This design comes from an exercise in tuning for small area, a short achievable clock period and few clock cycles per item on the open sky130 flow, not from production work.
Where RTL was checked, it was by simulation tests only, not by an equivalence proof against the original.
No activity file was given, so power comes from the tool's default toggle rates.

==> run F <==
Design signed_integer_to_custom_radix_digits, start of the top module:
module signed_integer_to_custom_radix_digits (
	input  wire logic                             clk,
	input  wire logic                             arst_n,
	input  wire logic                             push,
	output logic                                  full,
	input  wire logic signed [sirc_pkg::IN_W-1:0] value,
	output logic                                  empty,
	input  wire logic                             pop,
	output logic [sirc_pkg::CHAR_W-1:0]           character,
	output logic                                  last,
	input  wire logic                             cfg_we,
	input  wire logic [1:0]                       cfg_index,
	input  wire logic [sirc_pkg::CFG_W-1:0]       cfg_data
);
Settings: LEC_CHECK=0, CAP_MARGIN=20, CORE_MARGIN=2, CORE_UTILIZATION=40, SLEW_MARGIN=20, SYNTH_HIERARCHICAL=1, SYNTH_MINIMUM_KEEP_SIZE=0; clock period 12.0 ns.
standard.sh (not shown) runs the stock make flow with config.mk's settings and CLKGATE_MAP_FILE= SYNTH_SCRIPT=/design/flow/synth_recipe.tcl, a recipe that flattens the netlist after the stock synthesis.
==> flow/flow/run.sh <==
#!/bin/bash
set -euo pipefail
export SETUP_SLACK_MARGIN=8
bash standard.sh > standard.log 2>&1
==> inputs of run P, as changes to run F <==
--- a/flow/design.v
+++ b/flow/design.v
@@ -1,13 +1,11 @@
 `default_nettype none
 package sirc_pkg;
 	localparam int CHAR_W  = 8;
 	localparam int CFG_W   = 64;
 	localparam int IN_W    = 32;
-	localparam int K       = 1;
-	localparam int NCH     = IN_W / K;
-	localparam int CI_W    = $clog2(NCH);
+	localparam int CI_W    = $clog2(IN_W);
 	localparam int ND      = 14;
 	localparam int NDI_W   = 4;
 	localparam logic [CHAR_W-1:0] NUL_CHAR   = 8'd0;
 	localparam logic [CHAR_W-1:0] PLUS_CHAR  = 8'd43;
 	localparam logic [CHAR_W-1:0] MINUS_CHAR = 8'd45;
@@ -17,37 +15,23 @@
 import sirc_pkg::*;
 module sirc_chunksel (
 	input  wire logic [sirc_pkg::IN_W-1:0] mag,
 	input  wire logic                      first,
 	input  wire logic [sirc_pkg::CI_W-1:0] idx,
-	output logic [sirc_pkg::K-1:0]         top_chunk,
-	output logic [sirc_pkg::K-1:0]         chunk_next,
+	output logic                           bit_next,
 	output logic [sirc_pkg::CI_W-1:0]      idx_next,
-	output logic                           last_step
+	output logic                           hi_zero
 );
-	logic [NCH-1:0]  cnz;
-	logic [NCH-1:0]  coh;
-	logic [CI_W-1:0] top_c;
+	logic [CI_W-1:0] top;
 	always_comb begin
-		for (int c = 0; c < NCH; c++)
-			cnz[c] = |mag[c*K +: K];
-		for (int c = 0; c < NCH; c++) begin
-			coh[c] = cnz[c];
-			for (int u = c + 1; u < NCH; u++)
-				if (cnz[u])
-					coh[c] = 1'b0;
-		end
-		top_c     = '0;
-		top_chunk = '0;
-		for (int c = 0; c < NCH; c++) begin
-			if (coh[c])
-				top_c = top_c | CI_W'(c);
-			top_chunk = top_chunk | (coh[c] ? mag[c*K +: K] : '0);
-		end
-		idx_next   = (first ? top_c : idx) - 1'b1;
-		chunk_next = mag[idx_next*K +: K];
-		last_step  = first ? (mag[IN_W-1:K] == '0) : (idx == '0);
+		top = '0;
+		for (int c = 0; c < IN_W; c++)
+			if (mag[c])
+				top = CI_W'(c);
+		idx_next = (first ? top : idx) - 1'b1;
+		bit_next = mag[idx_next];
+		hi_zero  = (mag[IN_W-1:1] == '0);
 	end
 endmodule
 `default_nettype wire
 `default_nettype none
 import sirc_pkg::*;
@@ -69,11 +53,13 @@
 	output logic [3:0]      tt,
 	output logic [3:0]      ttm1,
 	output logic            odd,
 	output logic            m2,
 	output logic            m3,
-	output logic            m4
+	output logic            m4,
+	output logic            p16,
+	output logic            p8
 );
 	logic [4:0] rp;
 	always_comb begin
 		case (radix)
 			5'd2, 5'd4: rp = 5'd16;
@@ -84,10 +70,12 @@
 		ttm1 = rp[4:1] + {3'd0, rp[0]} - 4'd1;
 		odd  = rp[0];
 		m2   = (radix == 5'd2);
 		m3   = (radix == 5'd3);
 		m4   = (radix == 5'd4);
+		p16  = (rp == 5'd16);
+		p8   = (radix == 5'd8);
 	end
 endmodule
 `default_nettype wire
 `default_nettype none
 import sirc_pkg::*;
@@ -269,24 +257,30 @@
 	logic [3:0]       ttm1_q;
 	logic             odd_q;
 	logic             m2_q;
 	logic             m3_q;
 	logic             m4_q;
+	logic             p16_q;     
+	logic             p8_q;      
 	logic [3:0]       wr_tt;
 	logic [3:0]       wr_ttm1;
 	logic             wr_odd;
 	logic             wr_m2;
 	logic             wr_m3;
 	logic             wr_m4;
+	logic             wr_p16;
+	logic             wr_p8;
 	sirc_cfgdec u_cfgdec (
 		.radix (cfg_data[4:0]),
 		.tt    (wr_tt),
 		.ttm1  (wr_ttm1),
 		.odd   (wr_odd),
 		.m2    (wr_m2),
 		.m3    (wr_m3),
-		.m4    (wr_m4)
+		.m4    (wr_m4),
+		.p16   (wr_p16),
+		.p8    (wr_p8)
 	);
 	always_ff @(posedge clk or negedge arst_n) begin
 		if (!arst_n) begin
 			radix_q <= '0;
 			wlo_q   <= 1'b0;
@@ -310,10 +304,12 @@
 			ttm1_q <= wr_ttm1;
 			odd_q  <= wr_odd;
 			m2_q   <= wr_m2;
 			m3_q   <= wr_m3;
 			m4_q   <= wr_m4;
+			p16_q  <= wr_p16;
+			p8_q   <= wr_p8;
 		end
 	end
 	logic       ck_act_q;
 	logic       ck_ph_q;
 	logic       ck_v_q;
@@ -333,117 +329,166 @@
 	assign ck_ldi  = ck_act_q && !ck_ph_q && (ck_i_q < radix_q) && !ck_i_q[4];
 	assign ck_ldj  = ck_act_q && ck_ph_q && (ck_j_q < radix_q) && !ck_j_q[4];
 	assign ck_pend = ck_act_q || ck_v_q;
 	assign bad_now = (ck_ph_q && ((ck_ci == NUL_CHAR) || (ck_ci == PLUS_CHAR) || (ck_ci == MINUS_CHAR))) ||
 	                 (ck_v_q && (ochar_q == ck_ci));
+	logic       ck_act_nx;
+	logic       ck_v_nx;
+	always_comb begin
+		ck_act_nx = ck_act_q;
+		if (cfg_hit)
+			ck_act_nx = 1'b1;
+		else if (ck_act_q && !ck_ph_q && !ck_ldi)
+			ck_act_nx = 1'b0;
+		ck_v_nx = !cfg_hit && ck_ldj;
+	end
 	always_ff @(posedge clk or negedge arst_n) begin
 		if (!arst_n) begin
 			ck_act_q <= 1'b0;
 			ck_ph_q  <= 1'b0;
 			ck_v_q   <= 1'b0;
 			ck_bad_q <= 1'b0;
 			ck_i_q   <= '0;
 			ck_j_q   <= '0;
-		end else if (cfg_hit) begin
-			ck_act_q <= 1'b1;
-			ck_ph_q  <= 1'b0;
-			ck_v_q   <= 1'b0;
-			ck_bad_q <= 1'b0;
-			ck_i_q   <= '0;
 		end else begin
-			if (bad_now)
-				ck_bad_q <= 1'b1;
-			ck_v_q <= ck_ldj;
-			if (ck_act_q && !ck_ph_q) begin
-				if (ck_ldi) begin
-					ck_ph_q <= 1'b1;
-					ck_j_q  <= ck_i_q + 5'd1;
-				end else begin
-					ck_act_q <= 1'b0;
-				end
-			end else if (ck_act_q) begin
-				if ((ck_j_q + 5'd1) >= radix_q || ck_j_q[4] || ck_j_q == 5'd15) begin
-					ck_ph_q <= 1'b0;
-					ck_i_q  <= ck_i_q + 5'd1;
-				end else begin
-					ck_j_q <= ck_j_q + 5'd1;
+			ck_act_q <= ck_act_nx;
+			ck_v_q   <= ck_v_nx;
+			if (cfg_hit) begin
+				ck_ph_q  <= 1'b0;
+				ck_bad_q <= 1'b0;
+				ck_i_q   <= '0;
+			end else begin
+				if (bad_now)
+					ck_bad_q <= 1'b1;
+				if (ck_act_q && !ck_ph_q) begin
+					if (ck_ldi) begin
+						ck_ph_q <= 1'b1;
+						ck_j_q  <= ck_i_q + 5'd1;
+					end
+				end else if (ck_act_q) begin
+					if ((ck_j_q + 5'd1) >= radix_q || ck_j_q[4] || ck_j_q == 5'd15) begin
+						ck_ph_q <= 1'b0;
+						ck_i_q  <= ck_i_q + 5'd1;
+					end else begin
+						ck_j_q <= ck_j_q + 5'd1;
+					end
 				end
 			end
 		end
 	end
 	assign ok = (radix_q >= 5'd2) && (radix_q <= 5'd16) && !ck_bad_q && wlo_q &&
 	            (whi_q || radix_q <= 5'd8);
 	logic             c_busy_q;
 	logic             c_first_q;
 	logic             c_neg_q;
+	logic             c_bit_q;    
 	logic [IN_W-1:0]  mag_q;
 	logic [IN_W-1:0]  magv;
 	logic [CI_W-1:0]  c_idx_q;
 	logic [CI_W-1:0]  idx_next;
+	logic             bit_next;
+	logic             hi_zero;
+	logic             pw;
 	logic [4*ND-1:0]  d_q;
-	logic [4*ND-1:0]  dd [K+1];
-	logic [K-1:0]     chunk;
-	logic [K-1:0]     top_chunk;
-	logic [K-1:0]     chunk_next;
-	logic [K-1:0]     c_chunk_q;
+	logic [4*ND-1:0]  dd;
+	logic [4*ND-1:0]  lay;
 	logic             last_step;
 	logic             step;
 	logic             take;
 	logic             final_go;
+	logic             e_free;
 	logic             e_v_q;
+	logic             full_q;
+	logic             c_busy_nx;
+	logic             c_first_nx;
+	logic [CI_W-1:0]  c_idx_nx;
+	logic             e_v_nx;
+	logic             full_nx;
+	logic             emit_dig;
+	logic             is_last;
 	sirc_mag u_mag (
 		.v (value),
 		.m (magv)
 	);
 	sirc_chunksel u_chunksel (
-		.mag        (mag_q),
-		.first      (c_first_q),
-		.idx        (c_idx_q),
-		.top_chunk  (top_chunk),
-		.chunk_next (chunk_next),
-		.idx_next   (idx_next),
-		.last_step  (last_step)
+		.mag      (mag_q),
+		.first    (c_first_q),
+		.idx      (c_idx_q),
+		.bit_next (bit_next),
+		.idx_next (idx_next),
+		.hi_zero  (hi_zero)
 	);
-	assign chunk = (K == 1) ? c_chunk_q : c_first_q ? top_chunk : c_chunk_q;
-	assign dd[0] = d_q;
-	for (genvar r = 0; r < K; r++) begin : g_row
-		sirc_ddrow u_row (
-			.d    (dd[r]),
-			.c0   (chunk[K-1-r]),
-			.tt   (tt_q),
-			.ttm1 (ttm1_q),
-			.odd  (odd_q),
-			.dn   (dd[r+1])
-		);
+	sirc_ddrow u_row (
+		.d    (d_q),
+		.c0   (c_bit_q),
+		.tt   (tt_q),
+		.ttm1 (ttm1_q),
+		.odd  (odd_q),
+		.dn   (dd)
+	);
+	always_comb begin
+		lay = '0;
+		for (int j = 0; j < 8; j++)
+			for (int k = 0; k < 4; k++)
+				if (4*j + k + 1 < IN_W)
+					lay[4*j + k] = p16_q && mag_q[4*j + k + 1];
+		for (int j = 0; j < 11; j++)
+			for (int k = 0; k < 3; k++)
+				if (3*j + k + 1 < IN_W)
+					lay[4*j + k] = lay[4*j + k] | (p8_q && mag_q[3*j + k + 1]);
+	end
+	assign pw        = p16_q || p8_q;
+	assign last_step = c_first_q ? (!pw && hi_zero) : (c_idx_q == '0);
+	assign take      = push && !full_q;
+	assign step      = c_busy_q && !last_step;
+	assign final_go  = c_busy_q && last_step && !ck_pend && e_free;
+	always_comb begin
+		c_busy_nx = c_busy_q;
+		if (cfg_hit)
+			c_busy_nx = 1'b0;
+		else if (take)
+			c_busy_nx = 1'b1;
+		else if (final_go)
+			c_busy_nx = 1'b0;
+		c_first_nx = take ? 1'b1 : step ? 1'b0 : c_first_q;
+		c_idx_nx   = (!take && step) ? ((c_first_q && pw) ? '0 : idx_next) : c_idx_q;
+		e_v_nx     = e_v_q;
+		if (final_go && ok && !cfg_hit)
+			e_v_nx = 1'b1;
+		else if (emit_dig && is_last)
+			e_v_nx = 1'b0;
+		full_nx = c_busy_nx && !(c_idx_nx == '0 && !c_first_nx && !ck_act_nx && !ck_v_nx && !e_v_nx);
 	end
-	assign full     = c_busy_q && !(c_idx_q == '0 && !c_first_q && !ck_pend && !e_v_q);
-	assign take     = push && !full;
-	assign step     = c_busy_q && !last_step;
-	assign final_go = c_busy_q && last_step && !ck_pend && !e_v_q;
 	always_ff @(posedge clk or negedge arst_n) begin
 		if (!arst_n) begin
 			c_busy_q <= 1'b0;
-		end else if (cfg_hit) begin
-			c_busy_q <= 1'b0;
-		end else if (take) begin
-			c_busy_q <= 1'b1;
-		end else if (final_go) begin
-			c_busy_q <= 1'b0;
+			e_v_q    <= 1'b0;
+			full_q   <= 1'b0;
+		end else begin
+			c_busy_q <= c_busy_nx;
+			e_v_q    <= e_v_nx;
+			full_q   <= full_nx;
 		end
 	end
+	assign full = full_q;
 	always_ff @(posedge clk) begin
 		if (take) begin
 			mag_q     <= magv;
 			c_neg_q   <= value[IN_W-1];
 			c_first_q <= 1'b1;
-			c_chunk_q <= K'(|value);
+			c_bit_q   <= pw ? value[0] : |value;
 			d_q       <= '0;
 		end else if (step) begin
-			d_q       <= dd[K];
-			c_idx_q   <= idx_next;
-			c_chunk_q <= chunk_next;
 			c_first_q <= 1'b0;
+			if (c_first_q && pw) begin
+				d_q     <= lay;
+				c_idx_q <= '0;
+			end else begin
+				d_q     <= dd;
+				c_idx_q <= idx_next;
+				c_bit_q <= bit_next;
+			end
 		end
 	end
 	logic             e_rdy_q;
 	logic             e_sign_q;
 	logic [ND-1:0]    e_oh_q;
@@ -454,14 +499,12 @@
 	logic [ND-1:0]    oh_top;
 	logic [1:0]       s_start;
 	logic [1:0]       s_full;
 	logic [3:0]       sub;
 	logic [3:0]       cidx;
-	logic             is_last;
 	logic             ld_ok;
 	logic             emit_sign;
-	logic             emit_dig;
 	sirc_emtop u_emtop (
 		.e       (e_q),
 		.m2      (m2_q),
 		.m3      (m3_q),
 		.m4      (m4_q),
@@ -487,23 +530,19 @@
 	assign s_full    = m2_q ? 2'd3 : (m3_q || m4_q) ? 2'd1 : 2'd0;
 	assign cidx      = !ck_act_q ? sub : ck_ph_q ? ck_j_q[3:0] : ck_i_q[3:0];
 	assign ld_ok     = !ovld_q || pop;
 	assign emit_sign = e_v_q && e_sign_q && ld_ok && !ck_pend;
 	assign emit_dig  = e_v_q && e_rdy_q && !e_sign_q && ld_ok && !ck_pend;
+	assign e_free    = !e_v_q || (emit_dig && is_last);
 	always_ff @(posedge clk or negedge arst_n) begin
 		if (!arst_n) begin
-			e_v_q  <= 1'b0;
 			ovld_q <= 1'b0;
 		end else begin
 			if (emit_sign || emit_dig)
 				ovld_q <= 1'b1;
 			else if (pop)
 				ovld_q <= 1'b0;
-			if (final_go && ok && !cfg_hit)
-				e_v_q <= 1'b1;
-			else if (emit_dig && is_last)
-				e_v_q <= 1'b0;
 		end
 	end
 	always_ff @(posedge clk) begin
 		if (ck_ldj)
 			ochar_q <= cm;
@@ -528,11 +567,11 @@
 			e_rdy_q <= 1'b1;
 		end
 		if (ck_ldi)
 			e_q[7:0] <= cm;
 		if (final_go) begin
-			e_q      <= dd[K];
+			e_q      <= dd;
 			e_sign_q <= c_neg_q;
 			e_rdy_q  <= 1'b0;
 		end
 	end
 	assign empty     = !ovld_q;
==> flow/flow/run.sh (replaced) <==
#!/bin/bash
set -euo pipefail
export SETUP_SLACK_MARGIN=7
bash standard.sh > standard.log 2>&1
==> notes.md <==
| metric | run P | run F |
|---|---|---|
| Outcome | complete, no violations | complete, no violations |
| Average routed wire per standard cell | 20.42 um | 21.21 um |
| CTS Sinks | 342 | 339 |
| Met1 track demand over resource in global routing | 27.46% | 27.84% |
| Minimum setup slack in the final design | 7.326 ns | 7.888 ns |
| Non-Clock Buffer Area Fraction | 5.593% | 8.790% |
| Final cell utilization of the core | 46.87% | 50.56% |
| Power Internal | 0.003109 W | 0.003338 W |
| Combined area of the multi-input logic cells | 9945 sq um | 10010 sq um |
| X dimension of the die | 229.5 um | 224.7 um |
| Slew at the pin closest to its max-slew limit | 1.013 ns | 1.112 ns |
| Power of the clock network | 0.00126 W | 0.00124 W |
| Area of the mapped netlist | 20330 sq um | 19480 sq um |
| Placement row count | 82 | 80 |
| First-iteration detailed-routing DRC count | 1165 | 1317 |
| Tightest hold margin | 0.4565 ns | 0.4778 ns |
| Average size of a mapped cell | 11.72 sq um | 12.29 sq um |
| Origin of the worst min-delay path | d_q[43] | wlo_q |
| Power per standard cell area | 206.1 nW/um^2 | 213.8 nW/um^2 |
| Sequential cell count of the final layout | 342 | 339 |
| Power attributed to sequential cells | 0.00170 W | 0.00172 W |
| Clock latency on the worst-skew pair | 0.57 ns | 0.59 ns |
| Worst min-delay path endpoint | d_q[43] | wlo_q |
Testbench counts of run F, summed over its fixed seeds: cycles 93,825, items 4,096.
The RTL of run P was laid out without a check of its function.

-- static timing again, ports no longer ideal --
How much do the figures lean on ideal ports? The routed layouts below were timed once more, with nothing changed but the port constraints.
Step 1: set_driving_cell puts a clkbuf_16 on clk and a buf_2 on each other input, an assumption about the parent block.
Step 2 adds t to the input delays and takes it off the output delays; t is the mean of the earliest and latest rising clock arrival at the registers after step 1. Input paths then give back, and output paths get back, about the clock's delay inside the block.
a / b / c = ideal / step 1 / step 2; a / b = the first two.
run	t (ns)	setup WS [ns]	worst setup path at the end	worst data-port slew with drivers (ns)	pins driven straight from the clock port
run F	0.625	7.888 / 7.832 / 7.485	input to register	0.07	1
run P	0.619	7.326 / 7.326 / 7.155	input to register	0.07	1
After both steps every run listed still meets setup and hold. For run F, which loses most, drivers alone change the setup slack by -0.056 ns; drivers and shift together by -0.403 ns.
